Source: an optimization exercise on an open RTL-to-GDS flow (aim: small area, a short achievable clock period and few clock cycles). Production flows keep margins and buffers that such runs may drop.
Function was checked by simulation only, so behaviour that the tests miss may differ from the original.
Power and IR drop assume default switching activity.

[design/flow/design.v]
package dtts_pkg;
  localparam int NUMBER_BITS_DEF = 31;
  localparam int CHAR_BITS       = 8;
  localparam int TOTAL_BITS      = 43;
  localparam int SECS_PER_HOUR = 3600;
  localparam int SECS_PER_MIN  = 60;
  localparam logic [CHAR_BITS-1:0] CH_TAB   = 8'h09;
  localparam logic [CHAR_BITS-1:0] CH_CR    = 8'h0D;
  localparam logic [CHAR_BITS-1:0] CH_SPACE = 8'h20;
  localparam logic [CHAR_BITS-1:0] CH_ZERO  = 8'h30;
  localparam logic [CHAR_BITS-1:0] CH_NINE  = 8'h39;
  localparam logic [CHAR_BITS-1:0] CH_COLON = 8'h3A;
  localparam logic [CHAR_BITS-1:0] CH_LC_H  = 8'h68;
  localparam logic [CHAR_BITS-1:0] CH_LC_M  = 8'h6D;
  localparam logic [CHAR_BITS-1:0] CH_LC_S  = 8'h73;
  localparam logic [3:0] G_START = 4'd0;
  localparam logic [3:0] G_N1    = 4'd1;
  localparam logic [3:0] G_C1    = 4'd2;
  localparam logic [3:0] G_C1N   = 4'd3;
  localparam logic [3:0] G_C2    = 4'd4;
  localparam logic [3:0] G_C2N   = 4'd5;
  localparam logic [3:0] G_H     = 4'd6;
  localparam logic [3:0] G_HN    = 4'd7;
  localparam logic [3:0] G_HNM   = 4'd8;
  localparam logic [3:0] G_HNMN  = 4'd9;
  localparam logic [3:0] G_M     = 4'd10;
  localparam logic [3:0] G_MN    = 4'd11;
  localparam logic [3:0] G_SEND  = 4'd12;
  localparam logic [3:0] G_ERR   = 4'd13;
endpackage
import dtts_pkg::*;
module dtts_parser #(
  parameter int NUMBER_BITS = NUMBER_BITS_DEF
) (
  input  logic                   clk,
  input  logic                   rst_n,
  input  logic                   step,
  input  logic [CHAR_BITS-1:0]   char_code,
  input  logic                   last_char,
  output logic [NUMBER_BITS-1:0] fin_hours,
  output logic [NUMBER_BITS-1:0] fin_minutes,
  output logic [NUMBER_BITS-1:0] fin_seconds,
  output logic                   fin_ok
);
  localparam int WIDE_BITS = NUMBER_BITS + 4;
  logic [3:0]               state_r, state_nxt;
  logic [NUMBER_BITS-1:0]   acc_r, acc_nxt;
  logic                     ovf_r, ovf_nxt;
  logic [NUMBER_BITS-1:0]   hours_r, hours_nxt;
  logic [NUMBER_BITS-1:0]   minutes_r, minutes_nxt;
  logic [NUMBER_BITS-1:0]   seconds_r, seconds_nxt;
  logic                     is_ws, is_digit, is_sep;
  logic                     num_start, num_cont;
  logic [NUMBER_BITS-1:0]   base_acc;
  logic                     base_ovf;
  logic [WIDE_BITS-1:0]     wide;
  logic                     wide_ovf;
  logic [NUMBER_BITS-1:0]   cur_val;
  logic [NUMBER_BITS-1:0]   end_val;
  assign is_ws    = (char_code == CH_SPACE) || (char_code >= CH_TAB && char_code <= CH_CR);
  assign is_digit = (char_code >= CH_ZERO) && (char_code <= CH_NINE);
  assign is_sep   = (char_code == CH_COLON) || (char_code == CH_LC_H)
                  || (char_code == CH_LC_M) || (char_code == CH_LC_S);
  assign base_acc = num_start ? '0 : acc_r;
  assign base_ovf = num_start ? 1'b0 : ovf_r;
  assign wide     = (WIDE_BITS'(base_acc) << 3) + (WIDE_BITS'(base_acc) << 1)
                  + WIDE_BITS'(char_code[3:0]);
  assign wide_ovf = wide[WIDE_BITS-1:NUMBER_BITS] != '0;
  assign cur_val  = ovf_r ? '0 : acc_r;
  always_comb begin
    num_start = 1'b0;
    num_cont  = 1'b0;
    case (state_r)
      G_START, G_C1, G_C2, G_H, G_HNM, G_M: num_start = 1'b1;
      G_N1, G_C1N, G_C2N, G_HN, G_HNMN, G_MN: num_cont = 1'b1;
      default: ;
    endcase
  end
  always_comb begin
    state_nxt   = state_r;
    acc_nxt     = acc_r;
    ovf_nxt     = ovf_r;
    hours_nxt   = hours_r;
    minutes_nxt = minutes_r;
    seconds_nxt = seconds_r;
    if (is_ws) begin
      state_nxt = state_r;
    end else if (is_digit) begin
      if (num_start || num_cont) begin
        case (state_r)
          G_START: state_nxt = G_N1;
          G_C1:    state_nxt = G_C1N;
          G_C2:    state_nxt = G_C2N;
          G_H:     state_nxt = G_HN;
          G_HNM:   state_nxt = G_HNMN;
          G_M:     state_nxt = G_MN;
          default: state_nxt = state_r;
        endcase
        if (base_ovf) begin
          acc_nxt = '0;
          ovf_nxt = 1'b1;
        end else if (wide_ovf) begin
          acc_nxt = '0;
          ovf_nxt = 1'b1;
        end else begin
          acc_nxt = wide[NUMBER_BITS-1:0];
          ovf_nxt = 1'b0;
        end
      end else begin
        state_nxt = G_ERR;
      end
    end else if (is_sep) begin
      state_nxt = G_ERR;
      case (state_r)
        G_N1: begin
          if (char_code == CH_COLON) begin
            minutes_nxt = cur_val;
            state_nxt   = G_C1;
          end else if (char_code == CH_LC_H) begin
            hours_nxt = cur_val;
            state_nxt = G_H;
          end else if (char_code == CH_LC_M) begin
            minutes_nxt = cur_val;
            state_nxt   = G_M;
          end else begin
            seconds_nxt = cur_val;
            state_nxt   = G_SEND;
          end
        end
        G_C1N: begin
          if (char_code == CH_COLON) begin
            hours_nxt   = minutes_r;
            minutes_nxt = cur_val;
            state_nxt   = G_C2;
          end
        end
        G_HN: begin
          if (char_code == CH_LC_M) begin
            minutes_nxt = cur_val;
            state_nxt   = G_HNM;
          end else if (char_code == CH_LC_S) begin
            seconds_nxt = cur_val;
            state_nxt   = G_SEND;
          end
        end
        G_HNMN, G_MN: begin
          if (char_code == CH_LC_S) begin
            seconds_nxt = cur_val;
            state_nxt   = G_SEND;
          end
        end
        default: state_nxt = G_ERR;
      endcase
    end else begin
      state_nxt = G_ERR;
    end
  end
  assign end_val = ovf_nxt ? '0 : acc_nxt;
  always_comb begin
    fin_hours   = hours_nxt;
    fin_minutes = minutes_nxt;
    fin_seconds = seconds_nxt;
    fin_ok      = 1'b1;
    case (state_nxt)
      G_N1, G_HN:                  fin_minutes = end_val;
      G_C1N, G_C2N, G_HNMN, G_MN:  fin_seconds = end_val;
      G_H, G_HNM, G_M, G_SEND:     fin_ok = 1'b1;
      default:                     fin_ok = 1'b0;
    endcase
    if (!fin_ok) begin
      fin_hours   = '0;
      fin_minutes = '0;
      fin_seconds = '0;
    end
  end
  always_ff @(posedge clk) begin
    if (!rst_n) begin
      state_r   <= G_START;
      acc_r     <= '0;
      ovf_r     <= 1'b0;
      hours_r   <= '0;
      minutes_r <= '0;
      seconds_r <= '0;
    end else if (step) begin
      if (last_char) begin
        state_r   <= G_START;
        acc_r     <= '0;
        ovf_r     <= 1'b0;
        hours_r   <= '0;
        minutes_r <= '0;
        seconds_r <= '0;
      end else begin
        state_r   <= state_nxt;
        acc_r     <= acc_nxt;
        ovf_r     <= ovf_nxt;
        hours_r   <= hours_nxt;
        minutes_r <= minutes_nxt;
        seconds_r <= seconds_nxt;
      end
    end
  end
endmodule
import dtts_pkg::*;
module dtts_total #(
  parameter int NUMBER_BITS = NUMBER_BITS_DEF
) (
  input  logic                   clk,
  input  logic                   prod_en,
  input  logic                   sum_en,
  input  logic [NUMBER_BITS-1:0] hours,
  input  logic [NUMBER_BITS-1:0] minutes,
  input  logic [NUMBER_BITS-1:0] seconds,
  input  logic                   ok,
  output logic [TOTAL_BITS-1:0]  total_seconds,
  output logic                   matched
);
  logic [TOTAL_BITS-1:0]  hprod_r;
  logic [TOTAL_BITS-1:0]  mprod_r;
  logic [NUMBER_BITS-1:0] secs_r;
  logic                   ok_r;
  logic [TOTAL_BITS-1:0]  total_r;
  logic                   matched_r;
  always_ff @(posedge clk) begin
    if (prod_en) begin
      hprod_r <= TOTAL_BITS'(hours) * TOTAL_BITS'(SECS_PER_HOUR);
      mprod_r <= TOTAL_BITS'(minutes) * TOTAL_BITS'(SECS_PER_MIN);
      secs_r  <= seconds;
      ok_r    <= ok;
    end
  end
  always_ff @(posedge clk) begin
    if (sum_en) begin
      total_r   <= hprod_r + mprod_r + TOTAL_BITS'(secs_r);
      matched_r <= ok_r;
    end
  end
  assign total_seconds = total_r;
  assign matched       = matched_r;
endmodule
import dtts_pkg::*;
module duration_text_to_seconds_core #(
  parameter int NUMBER_BITS = NUMBER_BITS_DEF
) (
  input  logic                  clk,
  input  logic                  rst_n,
  input  logic                  in_valid,
  output logic                  in_ready,
  input  logic [CHAR_BITS-1:0]  in_char_code,
  input  logic                  in_last_char,
  output logic                  out_valid,
  input  logic                  out_ready,
  output logic [TOTAL_BITS-1:0] out_total_seconds,
  output logic                  out_matched
);
  logic                   a_valid_r;
  logic [CHAR_BITS-1:0]   a_char_r;
  logic                   a_last_r;
  logic                   c_valid_r;
  logic [NUMBER_BITS-1:0] c_hours_r, c_minutes_r, c_seconds_r;
  logic                   c_ok_r;
  logic                   d_valid_r;
  logic                   o_valid_r;
  logic                   o_free, d_free, c_free, a_go, a_free;
  logic [NUMBER_BITS-1:0] fin_hours, fin_minutes, fin_seconds;
  logic                   fin_ok;
  assign o_free = !o_valid_r || out_ready;
  assign d_free = !d_valid_r || o_free;
  assign c_free = !c_valid_r || d_free;
  assign a_go   = a_valid_r && (!a_last_r || c_free);
  assign a_free = !a_valid_r || a_go;
  assign in_ready = a_free;
  always_ff @(posedge clk) begin
    if (!rst_n) begin
      a_valid_r <= 1'b0;
      c_valid_r <= 1'b0;
      d_valid_r <= 1'b0;
      o_valid_r <= 1'b0;
    end else begin
      if (a_free) a_valid_r <= in_valid;
      if (c_free) c_valid_r <= a_go && a_last_r;
      if (d_free) d_valid_r <= c_valid_r;
      if (o_free) o_valid_r <= d_valid_r;
    end
  end
  always_ff @(posedge clk) begin
    if (a_free) begin
      a_char_r <= in_char_code;
      a_last_r <= in_last_char;
    end
  end
  always_ff @(posedge clk) begin
    if (c_free) begin
      c_hours_r   <= fin_hours;
      c_minutes_r <= fin_minutes;
      c_seconds_r <= fin_seconds;
      c_ok_r      <= fin_ok;
    end
  end
  dtts_parser #(
    .NUMBER_BITS(NUMBER_BITS)
  ) u_parser (
    .clk        (clk),
    .rst_n      (rst_n),
    .step       (a_go),
    .char_code  (a_char_r),
    .last_char  (a_last_r),
    .fin_hours  (fin_hours),
    .fin_minutes(fin_minutes),
    .fin_seconds(fin_seconds),
    .fin_ok     (fin_ok)
  );
  dtts_total #(
    .NUMBER_BITS(NUMBER_BITS)
  ) u_total (
    .clk          (clk),
    .prod_en      (d_free),
    .sum_en       (o_free),
    .hours        (c_hours_r),
    .minutes      (c_minutes_r),
    .seconds      (c_seconds_r),
    .ok           (c_ok_r),
    .total_seconds(out_total_seconds),
    .matched      (out_matched)
  );
  assign out_valid = o_valid_r;
endmodule
[design/flow/run.sh]
#!/bin/bash
# synth_recipe.tcl (not shown) runs the flow's synth.tcl, then flattens the netlist and writes it again
# the make line also repeats each setting of config.mk as NAME=value (left out here)
make -C /OpenROAD-flow-scripts/flow DESIGN_CONFIG=/design/flow/config.mk WORK_HOME=/design/flow/orfs CLKGATE_MAP_FILE= SYNTH_SCRIPT=/design/flow/synth_recipe.tcl finish
[design/flow/config.mk]
export PLATFORM = sky130hd
export DESIGN_NAME = duration_text_to_seconds_core
export DESIGN_NICKNAME = duration_text_to_seconds_core
export VERILOG_FILES = /design/flow/design.v
export SDC_FILE = /design/flow/constraint.sdc
export NUM_CORES = 4
export LEC_CHECK = 0
export CAP_MARGIN = 20
export CORE_MARGIN = 2
export CORE_UTILIZATION = 40
export SLEW_MARGIN = 20
[design/flow/constraint.sdc]
create_clock -name core_clock -period 5.5 [get_ports {clk}]
set_input_delay 1.1000 -clock core_clock [delete_from_list [all_inputs] [get_ports {clk}]]
set_output_delay 1.1000 -clock core_clock [all_outputs]
set_load 0.01 [all_outputs]
==> run summary <==
- Status: complete, no violations
- Final Net Count: 2904
- Least-Margin Pin Slew: 1090 ps
- Peak Freq: 194 MHz
- Design area: 29800 µm²
- Slew HR: 27.5%
- Detail Route Antenna Nets: 0
- Yosys warning count: 3
- H-tree levels: 2
- Total track usage: 18.5%
- Synth Flop Type: edfxtp_1
- Chip Width: 263 µm
- Leakage: 0.0134 µW
- Clk latency of the worst-skew pair: 610 ps
- Hpwl dp: 47600 µm
- Synthesis-to-finish area growth: 11.5%
- Largest net degree at the start of global routing: 107
- CTS tree: built
- Mean post-synth cell area: 10.8 µm²
- Clock buffer count from CTS: 45
- Post-synth ARST share: 0%
- Buffers on Ports: 58
- Mapped cell area: 26700 µm²
- Final GP Congestion: 0.863
- Max Transition Viols Final: 0
- Wirelength per Cell: 18.8 µm
- FF+latch count, synth: 388
- Via count: 19100
- Final setup violating endpoints: 0
- Drt drc: 0
- CP endpoint kind: flip-flop
- Yosys cell types: 81
- Placed cell area: 28200 µm²
- Die area: 68900 µm²
- Vias in the first global route: 19400
- Sequential area share after synthesis: 38.5%
- Root Buffer: clkbuf_16
- Initial Util: 40.5%
- Share of cells above drive strength 1: 6.11%
- Rows: 94
- Drt total wl: 63900 µm
- # diodes: 0
- Final Critical Period: 5160 ps
- Clk buf depth: 3
- First-pass GRT wire length: 104000 µm
- Antenna violations before repair: 4
- CP arrival: 5540 ps
- Final Core Density: 45.2%
- Fillcell total: 6005
- Largest fanout on the critical path: 6
- Clock transition at path regs: 60 ps
- VDD IR max: 185 µV
- Vias per cell: 5.61
- Core Box Area: 66000 µm²
- Total clock sinks: 388
- Number of synthesized flops with an enable pin: 253
- DR pass1 iterations: 7
- Overall Power: 6510 µW
- Final Cycle Share: 93.7%
- Fin. Hold Viols: 0
- Area occupied by multi-input gates: 15400 µm²
- HP Class: flip-flop to flip-flop
- Crit path kind: flip-flop to flip-flop
- Reg area: 10300 µm²
- Syn_nets: 2883
- Die Span Y: 263 µm
- Synthesized instance count: 2480
- Number of max-cap violations: 0
- Remaining global-route overflow: 0
- Worst Skew: 40.4 ps
- I/O pin count: 59
- Pwr Density: 218 nW/µm²
- Worst setup SP type: flip-flop
- Hold WS: 422 ps
- Reg2Reg Setup Slack: 340 ps
- Starting DRT DRC Count: 1341
- Crit path required time: 5890 ps
## layer usage
layer | vias to the layer above | part of all wire [%] | global-route usage [%] | wire length [µm]
met2 | 480 | 46 | 29.9 | 29100
met4 | 0 | 2.8 | 6.03 | 1810
met3 | 116 | 4.2 | 2.22 | 2700
met5 | - | 0 | 0 | 0
li1 | 9150 | - | - | -
met1 | 9338 | 47 | 25.8 | 30300
## stage by stage
step / cells / worst slack, ps / TNS, ps
floorplan: 2480 / 867 / 0
global placement: 3317 / 332 / 0
detailed placement: 3317 / 277 / 0
CTS: 3399 / 242 / 0
global route: 3400 / -8.27 / -8.27
finish: 3400 / 345 / 0
## cells by family (layout without fill, tap and decap cells)
| family | count (synthesis) | in the layout | share of synthesized area, % |
|---|---|---|---|
| mux | 11 | 11 | 0.416 |
| flops | 388 | 388 | 38.5 |
| fa+ha+maj | 390 | 390 | 22.2 |
| simple gates | 611 | 611 | 12.0 |
| buf+inv | 266 | 322 | 4.03 |
| xor+xnor | 126 | 126 | 4.13 |
| compound gates | 688 | 688 | 18.7 |
## cells in the mapped netlist (85+ instances only)
cell,number,area [µm²]
edfxtp_1,253,7600
ha_1,248,3100
nor2b_1,162,1010
nor2_1,156,586
inv_1,154,578
fa_1,142,2840
dfxtp_1,135,2700
a21oi_1,108,541
nand2_1,101,379
a22oi_1,96,721
o21ai_0,87,435
a211oi_1,85,638
## placed cells by master (no fill, tap or decap), types with 17 or more instances in the layout
cell type and n:
a211oi_1 85, a211oi_2 25, a21o_1 67, a21oi_1 108, a222oi_1 31, a22o_1 19, a22oi_1 96, a31oi_1 17
a32oi_1 18, and2_1 39, and3_1 17, buf_4 23, clkbuf_16 46, clkdlybuf4s50_1 57, dfxtp_1 135, edfxtp_1 253
fa_1 142, ha_1 248, inv_1 152, nand2_1 100, nand2b_1 49, nand3_1 21, nor2_1 153, nor2b_1 162
o21a_1 25, o21ai_0 87, xnor2_1 82, xor2_1 44
## flip-flops by register name, summed over array words and instances (netlist names)
| name | flops |
|---|---|
| u_total.total_r | 43 |
| u_total.hprod_r | 39 |
| u_total.mprod_r | 35 |
| c_hours_r | 31 |
| c_minutes_r | 31 |
| c_seconds_r | 31 |
| u_parser.acc_r | 31 |
| u_parser.hours_r | 31 |
| u_parser.minutes_r | 31 |
| u_parser.seconds_r | 31 |
| u_total.secs_r | 31 |
| a_char_r | 8 |
| u_parser.state_r | 4 |
| a_last_r | 1 |
| a_valid_r | 1 |
| c_ok_r | 1 |
| c_valid_r | 1 |
| d_valid_r | 1 |
| o_valid_r | 1 |
| u_parser.num_cont | 1 |
| u_parser.num_start | 1 |
| u_parser.ovf_r | 1 |
| u_total.matched_r | 1 |
| u_total.ok_r | 1 |
## report_power, final
part | switching (µW) | leakage (µW) | internal, µW
Combinational | 136 | 0.00848 | 73.9
Sequential | 21.3 | 0.00419 | 3100
Clock | 1230 | 0.000766 | 1950
## final cells by class
class                      instances  area share, %
sequential                       388           34.5
tap                              864           3.62
clock inverter                    27           1.29
clock buffer                      55           4.04
inverter                         154           1.94
timing repair buffer              86           2.84
multi-input combinational       1826           51.7
## worst max-delay path, cell delays in order (launching register included)
cell and delay [ps]:
edfxtp_1 510, fa_1 520, ha_1 290, inv_1 50, fa_1 470, inv_1 40, ha_1 270, ha_1 360
a2111oi_1 400, o21ai_0 230, a31o_2 340, and3b_1 210, o41a_1 420, a41o_1 310, o31a_1 280, o311ai_1 260
## final timing paths
path | from | cells after the start | endpoint
worst max-delay path | c_hours_r[6] | 15 | u_total.hprod_r[40]
worst min-delay path | u_total.ok_r | 0 | u_total.matched_r
worst max register to register | c_hours_r[6] | 15 | u_total.hprod_r[40]
worst min register to register | u_total.ok_r | 0 | u_total.matched_r
## what timing repair did
| item | CTS | global route |
|---|---|---|
| setup endpoints to repair | 0 | 4 |
| gates resized for setup | 0 | 2 |
| buffers inserted | 0 | 1 |
| hold buffers | 0 | 0 |
Testbench counts, summed over its fixed seeds: cycles 24,826.

## what the ideal ports hide
How much do the figures lean on ideal ports? The routed layout below was timed once more, with nothing changed but the port constraints. Step 1: set_driving_cell puts a clkbuf_16 on clk and a buf_2 on each other input, an assumption about the parent block. Step 2 moves the port delays by t, midway between the first and last clock arrival at a register: inputs arrive t later, outputs are due t later. That takes back most of the time a late clock gives input paths. Slacks: ideal ports / drivers / drivers and shift; pairs: ideal ports / drivers.
t (ns): 0.645
slack for setup (ns): 0.345 / 0.345 / 0.345
latest minus earliest clock arrival (ns): 0.043 / 0.044
After both steps setup and hold are still met in this run. For this run, drivers alone change the setup slack by 0.000 ns; drivers and shift together by 0.000 ns.
